From an optimization exercise on the open Yosys and OpenROAD flow, aimed at small area, a short achievable clock period and few clock cycles per item; shortcuts taken in it are not production practice.
In this exercise RTL edits were held to simulation tests only and were not proved equivalent to the original.
Power figures rest on the tool's default switching activity, not on a simulated workload.

==> inputs of run X <==
==> flow/design.v <==
package psw_pkg;
    localparam int NUM_SENSORS_DEF = 16;
    localparam int WINDOW_LEN_DEF  = 6;
    localparam int SAMPLE_W = 16;
    localparam int SENSOR_W = 4;
    localparam int APB_ADDR_W = 3;
    localparam int APB_DATA_W = 32;
    localparam int REG_IDX_W  = APB_ADDR_W - 2;
    localparam logic [REG_IDX_W-1:0] REG_LEVEL_THRESHOLD = '0;
    localparam logic [SAMPLE_W-1:0]  THRESHOLD_RESET     = 16'd3840;
    localparam logic KIND_AVG    = 1'b0;
    localparam logic KIND_SAMPLE = 1'b1;
    typedef enum logic [2:0] {
        ST_IDLE,
        ST_WRITE,
        ST_SUM,
        ST_DIV,
        ST_AVG,
        ST_RD,
        ST_OUT
    } psw_state_t;
    typedef struct packed {
        logic s_ready;
        logic mem_we;
        logic sum_run;
        logic div_start;
        logic load_avg;
        logic load_win;
    } psw_ctrl_t;
endpackage
module psw_div (
    input  logic [18:0] sum,
    input  logic [2:0]  n,
    output logic [15:0] quotient
);
    function automatic logic [2:0] add_mod3(input logic [2:0] a, input logic [2:0] b);
        logic [2:0] r;
        for (int k = 0; k < 3; k++) begin
            r[k] = 1'b0;
            for (int i = 0; i < 3; i++) begin
                r[k] = r[k] | (a[i] & b[(k - i + 3) % 3]);
            end
        end
        add_mod3 = r;
    endfunction
    function automatic logic [4:0] add_mod5(input logic [4:0] a, input logic [4:0] b);
        logic [4:0] r;
        for (int k = 0; k < 5; k++) begin
            r[k] = 1'b0;
            for (int i = 0; i < 5; i++) begin
                r[k] = r[k] | (a[i] & b[(k - i + 5) % 5]);
            end
        end
        add_mod5 = r;
    endfunction
    function automatic logic [17:0] div3(input logic [17:0] x);
        logic [29:0] rs;
        logic [29:0] nx;
        logic [2:0]  r;
        logic [1:0]  d;
        logic [17:0] q;
        for (int i = 0; i < 10; i++) begin
            if (i < 9) begin
                d = x[2*i +: 2];
                rs[3*i +: 3] = {d == 2'd2, d == 2'd1, (d == 2'd0) || (d == 2'd3)};
            end else begin
                rs[3*i +: 3] = 3'b001;
            end
        end
        for (int s = 1; s < 16; s = s * 2) begin
            for (int i = 0; i < 10; i++) begin
                if (i + s < 10) begin
                    nx[3*i +: 3] = add_mod3(rs[3*i +: 3], rs[3*(i+s) +: 3]);
                end else begin
                    nx[3*i +: 3] = rs[3*i +: 3];
                end
            end
            rs = nx;
        end
        for (int i = 0; i < 9; i++) begin
            r = rs[3*(i+1) +: 3];
            d = x[2*i +: 2];
            q[2*i+1] = r[2] | (r[1] & d[1]);
            q[2*i]   = (r[0] & d[1] & d[0]) | (r[1] & !d[1]) | (r[2] & (d[1] | d[0]));
        end
        div3 = q;
    endfunction
    function automatic logic [15:0] div5(input logic [18:0] x);
        logic [19:0] xe;
        logic [29:0] rs;
        logic [29:0] nx;
        logic [4:0]  r;
        logic [3:0]  d;
        logic [3:0]  qd;
        logic [19:0] q;
        xe = {1'b0, x};
        for (int i = 0; i < 6; i++) begin
            rs[5*i +: 5] = 5'b00001;
            if (i < 5) begin
                d = xe[4*i +: 4];
                for (int v = 0; v < 16; v++) begin
                    if (d == 4'(v)) begin
                        rs[5*i +: 5] = 5'(1 << (v % 5));
                    end
                end
            end
        end
        for (int s = 1; s < 8; s = s * 2) begin
            for (int i = 0; i < 6; i++) begin
                if (i + s < 6) begin
                    nx[5*i +: 5] = add_mod5(rs[5*i +: 5], rs[5*(i+s) +: 5]);
                end else begin
                    nx[5*i +: 5] = rs[5*i +: 5];
                end
            end
            rs = nx;
        end
        for (int i = 0; i < 5; i++) begin
            r = rs[5*(i+1) +: 5];
            d = xe[4*i +: 4];
            qd = 4'd0;
            for (int k = 0; k < 5; k++) begin
                for (int v = 0; v < 16; v++) begin
                    if (r[k] && (d == 4'(v))) begin
                        qd = qd | 4'((16 * k + v) / 5);
                    end
                end
            end
            q[4*i +: 4] = qd;
        end
        div5 = q[15:0];
    endfunction
    logic [17:0] x3;
    logic [17:0] q3;
    logic [15:0] q5;
    assign x3 = (n == 3'd6) ? sum[18:1] : sum[17:0];
    assign q3 = div3(x3);
    assign q5 = div5(sum);
    always_comb begin
        case (n)
            3'd1:    quotient = sum[15:0];
            3'd2:    quotient = sum[16:1];
            3'd4:    quotient = sum[17:2];
            3'd5:    quotient = q5;
            default: quotient = q3[15:0];
        endcase
    end
endmodule
module per_sensor_window_average_threshold_top #(
    parameter int NUM_SENSORS = psw_pkg::NUM_SENSORS_DEF,
    parameter int WINDOW_LEN  = psw_pkg::WINDOW_LEN_DEF
) (
    input  logic                            aclk,
    input  logic                            aresetn,
    input  logic                            s_valid,
    output logic                            s_ready,
    input  logic [psw_pkg::SENSOR_W-1:0]    s_sensor_id,
    input  logic [psw_pkg::SAMPLE_W-1:0]    s_sample,
    output logic                            m_valid,
    input  logic                            m_ready,
    output logic [psw_pkg::SENSOR_W-1:0]    m_report_sensor,
    output logic                            m_report_kind,
    output logic [psw_pkg::SAMPLE_W-1:0]    m_value,
    output logic                            m_last,
    input  logic                            psel,
    input  logic                            penable,
    input  logic                            pwrite,
    input  logic [psw_pkg::APB_ADDR_W-1:0]  paddr,
    input  logic [psw_pkg::APB_DATA_W-1:0]  pwdata,
    output logic [psw_pkg::APB_DATA_W-1:0]  prdata,
    output logic                            pready
);
    localparam int SAMPLE_W = psw_pkg::SAMPLE_W;
    localparam int SENSOR_W = psw_pkg::SENSOR_W;
    localparam int CNT_W    = 3;
    localparam int SUM_W    = 19;
    logic [SAMPLE_W-1:0] thr_reg;
    logic                cfg_sel;
    logic                cfg_wr;
    assign pready  = 1'b1;
    assign cfg_sel = (paddr[psw_pkg::APB_ADDR_W-1:2] == psw_pkg::REG_LEVEL_THRESHOLD);
    assign cfg_wr  = psel && penable && pwrite && cfg_sel;
    assign prdata  = cfg_sel ? psw_pkg::APB_DATA_W'(thr_reg) : '0;
    always_ff @(posedge aclk) begin
        if (!aresetn) begin
            thr_reg <= psw_pkg::THRESHOLD_RESET;
        end else if (cfg_wr) begin
            thr_reg <= pwdata[SAMPLE_W-1:0];
        end
    end
    logic r_valid, s_valid_reg, k_valid;
    logic s_below;
    logic [CNT_W-1:0] s_e;
    logic push, s_done, s_free, r_free, take;
    assign push   = s_valid_reg && !k_valid;
    assign s_done = push && (s_below || (s_e == '0));
    assign s_free = !s_valid_reg || s_done;
    assign r_free = !r_valid || s_free;
    assign s_ready = r_free;
    assign take   = s_valid && r_free;
    localparam int WIN_W = WINDOW_LEN * SAMPLE_W;
    logic [WIN_W-1:0]    win_mem  [NUM_SENSORS];
    logic [CNT_W-1:0]    fill_reg [NUM_SENSORS];
    logic [WIN_W-1:0]    in_row;
    logic [CNT_W-1:0]    in_fill;
    logic [CNT_W-1:0]    in_n;
    assign in_row  = win_mem[s_sensor_id];
    assign in_fill = fill_reg[s_sensor_id];
    assign in_n    = (in_fill == CNT_W'(WINDOW_LEN)) ? in_fill : in_fill + 1'b1;
    for (genvar i = 0; i < NUM_SENSORS; i++) begin : g_row
        always_ff @(posedge aclk) begin
            if (take && (s_sensor_id == SENSOR_W'(i))) begin
                win_mem[i] <= {win_mem[i][WIN_W-SAMPLE_W-1:0], s_sample};
            end
        end
    end
    always_ff @(posedge aclk) begin
        if (!aresetn) begin
            for (int i = 0; i < NUM_SENSORS; i++) begin
                fill_reg[i] <= '0;
            end
        end else if (take) begin
            fill_reg[s_sensor_id] <= in_n;
        end
    end
    logic [WIN_W-1:0]    r_win;
    logic [CNT_W-1:0]    r_n;
    logic [SENSOR_W-1:0] r_sid;
    always_ff @(posedge aclk) begin
        if (!aresetn) begin
            r_valid <= 1'b0;
        end else if (r_free) begin
            r_valid <= s_valid;
        end
    end
    always_ff @(posedge aclk) begin
        if (take) begin
            r_win <= {in_row[WIN_W-SAMPLE_W-1:0], s_sample};
            r_n   <= in_n;
            r_sid <= s_sensor_id;
        end
    end
    logic [SAMPLE_W-1:0] r_m [WINDOW_LEN];
    logic [SUM_W-1:0]    cs1_s, cs1_c, cs2_s, cs2_c, cs3_s, cs3_c, cs4_s, cs4_c;
    logic [SUM_W-1:0]    r_sum;
    logic [SUM_W-1:0]    thr_x3, thr_x5, r_thr_n;
    logic [SUM_W:0]      cmp_s, cmp_c, cmp_t;
    logic                r_below;
    function automatic logic [2*SUM_W-1:0] csa(input logic [SUM_W-1:0] a,
                                                input logic [SUM_W-1:0] b,
                                                input logic [SUM_W-1:0] c);
        logic [SUM_W-1:0] sv, cv;
        sv = a ^ b ^ c;
        cv = {(a[SUM_W-2:0] & b[SUM_W-2:0]) | (a[SUM_W-2:0] & c[SUM_W-2:0]) |
              (b[SUM_W-2:0] & c[SUM_W-2:0]), 1'b0};
        csa = {sv, cv};
    endfunction
    always_comb begin
        for (int k = 0; k < WINDOW_LEN; k++) begin
            r_m[k] = (CNT_W'(k) < r_n) ? r_win[k*SAMPLE_W +: SAMPLE_W] : '0;
        end
    end
    assign {cs1_s, cs1_c} = csa(SUM_W'(r_m[0]), SUM_W'(r_m[1]), SUM_W'(r_m[2]));
    assign {cs2_s, cs2_c} = csa(SUM_W'(r_m[3]), SUM_W'(r_m[4]), SUM_W'(r_m[5]));
    assign {cs3_s, cs3_c} = csa(cs1_s, cs1_c, cs2_s);
    assign {cs4_s, cs4_c} = csa(cs3_s, cs3_c, cs2_c);
    assign r_sum = cs4_s + cs4_c;
    assign thr_x3 = SUM_W'(thr_reg) + {2'b00, thr_reg, 1'b0};
    assign thr_x5 = SUM_W'(thr_reg) + {1'b0, thr_reg, 2'b00};
    always_comb begin
        case (r_n)
            3'd1:    r_thr_n = SUM_W'(thr_reg);
            3'd2:    r_thr_n = {2'b00, thr_reg, 1'b0};
            3'd3:    r_thr_n = thr_x3;
            3'd4:    r_thr_n = {1'b0, thr_reg, 2'b00};
            3'd5:    r_thr_n = thr_x5;
            default: r_thr_n = {thr_x3[SUM_W-2:0], 1'b0};
        endcase
    end
    always_comb begin
        cmp_s = {1'b0, cs4_s} ^ {1'b0, cs4_c} ^ {1'b0, ~r_thr_n};
        cmp_c = {({1'b0, cs4_s} & {1'b0, cs4_c}) | ({1'b0, cs4_s} & {1'b0, ~r_thr_n}) |
                 ({1'b0, cs4_c} & {1'b0, ~r_thr_n})} << 1;
        cmp_t = cmp_s + cmp_c + 1'b1;
    end
    assign r_below = !cmp_t[SUM_W];
    logic [WIN_W-1:0]    s_win;
    logic [SUM_W-1:0]    s_sum;
    logic [CNT_W-1:0]    s_n;
    logic [SENSOR_W-1:0] s_sid;
    always_ff @(posedge aclk) begin
        if (!aresetn) begin
            s_valid_reg <= 1'b0;
        end else if (s_free) begin
            s_valid_reg <= r_valid;
        end
    end
    always_ff @(posedge aclk) begin
        if (s_free && r_valid) begin
            s_win   <= r_win;
            s_sum   <= r_sum;
            s_n     <= r_n;
            s_sid   <= r_sid;
            s_below <= r_below;
            s_e     <= r_n - 1'b1;
        end else if (push) begin
            s_e     <= s_e - 1'b1;
        end
    end
    logic [SAMPLE_W-1:0] avg;
    logic [SAMPLE_W-1:0] p_value;
    logic                p_kind;
    logic                p_last;
    psw_div u_div (
        .sum      (s_sum),
        .n        (s_n),
        .quotient (avg)
    );
    assign p_kind  = s_below ? psw_pkg::KIND_AVG : psw_pkg::KIND_SAMPLE;
    assign p_value = s_below ? avg : s_win[s_e*SAMPLE_W +: SAMPLE_W];
    assign p_last  = s_below || (s_e == '0);
    logic                m_valid_reg;
    logic [SENSOR_W-1:0] m_sensor_reg;
    logic                m_kind_reg;
    logic [SAMPLE_W-1:0] m_value_reg;
    logic                m_last_reg;
    logic [SENSOR_W-1:0] k_sensor;
    logic                k_kind;
    logic [SAMPLE_W-1:0] k_value;
    logic                k_last;
    logic                head_free;
    assign head_free = !m_valid_reg || m_ready;
    always_ff @(posedge aclk) begin
        if (!aresetn) begin
            m_valid_reg <= 1'b0;
            k_valid     <= 1'b0;
        end else if (head_free) begin
            m_valid_reg <= k_valid || push;
            k_valid     <= 1'b0;
        end else if (push) begin
            k_valid     <= 1'b1;
        end
    end
    always_ff @(posedge aclk) begin
        if (head_free) begin
            if (k_valid) begin
                m_sensor_reg <= k_sensor;
                m_kind_reg   <= k_kind;
                m_value_reg  <= k_value;
                m_last_reg   <= k_last;
            end else if (push) begin
                m_sensor_reg <= s_sid;
                m_kind_reg   <= p_kind;
                m_value_reg  <= p_value;
                m_last_reg   <= p_last;
            end
        end
    end
    always_ff @(posedge aclk) begin
        if (push && !(head_free && !k_valid)) begin
            k_sensor <= s_sid;
            k_kind   <= p_kind;
            k_value  <= p_value;
            k_last   <= p_last;
        end
    end
    assign m_valid         = m_valid_reg;
    assign m_report_sensor = m_sensor_reg;
    assign m_report_kind   = m_kind_reg;
    assign m_value         = m_value_reg;
    assign m_last          = m_last_reg;
endmodule
==> flow/run.sh <==
#!/bin/bash
# synth_recipe.tcl (not shown) runs the flow's synth.tcl, then flattens the netlist and writes it again
# the make line also repeats each setting of config.mk as NAME=value (left out here)
make -C /OpenROAD-flow-scripts/flow DESIGN_CONFIG=/design/flow/config.mk WORK_HOME=/design/flow/orfs CLKGATE_MAP_FILE= SYNTH_SCRIPT=/design/flow/synth_recipe.tcl finish
==> flow/config.mk <==
export PLATFORM = sky130hd
export DESIGN_NAME = per_sensor_window_average_threshold_top
export DESIGN_NICKNAME = per_sensor_window_average_threshold_top
export VERILOG_FILES = /design/flow/design.v
export SDC_FILE = /design/flow/constraint.sdc
export NUM_CORES = 4
export LEC_CHECK = 0
export CAP_MARGIN = 20
export CORE_MARGIN = 2
export CORE_UTILIZATION = 40
export SLEW_MARGIN = 20
==> flow/constraint.sdc <==
create_clock -name core_clock -period 7.0 [get_ports {aclk}]
set_input_delay 1.4000 -clock core_clock [delete_from_list [all_inputs] [get_ports {aclk}]]
set_output_delay 1.4000 -clock core_clock [all_outputs]
set_load 0.01 [all_outputs]
==> inputs of run C, as changes to run X <==
--- a/flow/design.v
+++ b/flow/design.v
@@ -192,11 +192,29 @@
     logic s_below;
     logic [CNT_W-1:0] s_e;
-    logic push, s_done, s_free, r_free, take;
-    assign push   = s_valid_reg && !k_valid;
-    assign s_done = push && (s_below || (s_e == '0));
-    assign s_free = !s_valid_reg || s_done;
-    assign r_free = !r_valid || s_free;
-    assign s_ready = r_free;
-    assign take   = s_valid && r_free;
+    logic i_valid;
+    logic [SENSOR_W-1:0] i_sid;
+    logic [SAMPLE_W-1:0] i_sample;
+    logic push, s_done, s_free, r_free, i_free, take, adv;
+    assign push    = s_valid_reg && !k_valid;
+    assign s_done  = push && (s_below || (s_e == '0));
+    assign s_free  = !s_valid_reg || s_done;
+    assign r_free  = !r_valid || s_free;
+    assign adv     = i_valid && r_free;
+    assign i_free  = !i_valid || r_free;
+    assign s_ready = i_free;
+    assign take    = s_valid && i_free;
+    always_ff @(posedge aclk) begin
+        if (!aresetn) begin
+            i_valid <= 1'b0;
+        end else if (i_free) begin
+            i_valid <= s_valid;
+        end
+    end
+    always_ff @(posedge aclk) begin
+        if (take) begin
+            i_sid    <= s_sensor_id;
+            i_sample <= s_sample;
+        end
+    end
     localparam int WIN_W = WINDOW_LEN * SAMPLE_W;
     logic [WIN_W-1:0]    win_mem  [NUM_SENSORS];
@@ -205,11 +223,20 @@
     logic [CNT_W-1:0]    in_fill;
     logic [CNT_W-1:0]    in_n;
-    assign in_row  = win_mem[s_sensor_id];
-    assign in_fill = fill_reg[s_sensor_id];
+    assign in_row  = win_mem[i_sid];
+    assign in_fill = fill_reg[i_sid];
     assign in_n    = (in_fill == CNT_W'(WINDOW_LEN)) ? in_fill : in_fill + 1'b1;
+    logic [WIN_W-1:0]    in_win;
+    always_comb begin
+        in_win = {in_row[WIN_W-SAMPLE_W-1:0], i_sample};
+        for (int k = 1; k < WINDOW_LEN; k++) begin
+            if (in_fill < CNT_W'(k)) begin
+                in_win[k*SAMPLE_W +: SAMPLE_W] = '0;
+            end
+        end
+    end
     for (genvar i = 0; i < NUM_SENSORS; i++) begin : g_row
         always_ff @(posedge aclk) begin
-            if (take && (s_sensor_id == SENSOR_W'(i))) begin
-                win_mem[i] <= {win_mem[i][WIN_W-SAMPLE_W-1:0], s_sample};
+            if (adv && (i_sid == SENSOR_W'(i))) begin
+                win_mem[i] <= {win_mem[i][WIN_W-SAMPLE_W-1:0], i_sample};
             end
         end
@@ -220,6 +247,6 @@
                 fill_reg[i] <= '0;
             end
-        end else if (take) begin
-            fill_reg[s_sensor_id] <= in_n;
+        end else if (adv) begin
+            fill_reg[i_sid] <= in_n;
         end
     end
@@ -231,12 +258,12 @@
             r_valid <= 1'b0;
         end else if (r_free) begin
-            r_valid <= s_valid;
+            r_valid <= i_valid;
         end
     end
     always_ff @(posedge aclk) begin
-        if (take) begin
-            r_win <= {in_row[WIN_W-SAMPLE_W-1:0], s_sample};
+        if (adv) begin
+            r_win <= in_win;
             r_n   <= in_n;
-            r_sid <= s_sensor_id;
+            r_sid <= i_sid;
         end
     end
@@ -258,5 +285,5 @@
     always_comb begin
         for (int k = 0; k < WINDOW_LEN; k++) begin
-            r_m[k] = (CNT_W'(k) < r_n) ? r_win[k*SAMPLE_W +: SAMPLE_W] : '0;
+            r_m[k] = r_win[k*SAMPLE_W +: SAMPLE_W];
         end
     end
- ABC_CLOCK_PERIOD_IN_PS: not set -> 2500
- SETUP_SLACK_MARGIN: not set -> 4.0
==> comparison <==
- In run C the die area is higher than in run X, by 0.69%.
- Synthesized cell count: run X is lower than run C (about 0.37%).
- In sequential power, run C and run X hardly differ.
- Between run X and run C, the lower setup slack is in run X (gap 1600 ps).
- In run X the utilization is lower than in run C, by 2.5 points.
- Against run X, the routed wire length of run C is higher by 7.1%.
- Between run C and run X, the lower sequential cell count is in run X (gap 25).
Testbench counts of run X, summed over its fixed seeds: cycles 7,570, items 3,200.
Testbench counts of run C, summed over its fixed seeds: cycles 7,578, items 3,200.

==> separate check: timing with driven ports <==
The flow's constraints put no driver on any port. The routed layouts listed below were extracted and timed again, unchanged, in two steps. Step 1 assumes that a clkbuf_16 drives the clock port and a buf_2 every other input. Step 2 also shifts input and output timing later by t, the mid clock arrival at the registers, as if the neighbouring blocks saw the same clock. Three values: no drivers, after step 1, after step 2; two values: the first two.
| run | shift t [ns] | setup slack, ns | worst hold slack (ns) | slew at the worst register clock pin (ns) | worst slew at a driven data input, ns |
|---|---|---|---|---|---|
| run X | 0.881 | 0.758 / 0.758 / 0.758 | 0.418 / 0.418 / 0.418 | 0.06 / 0.06 | 0.15 |
| run C | 0.869 | 2.336 / 2.336 / 2.336 | 0.419 / 0.419 / 0.419 | 0.07 / 0.07 | 0.13 |
After both steps setup and hold are still met in every run listed.
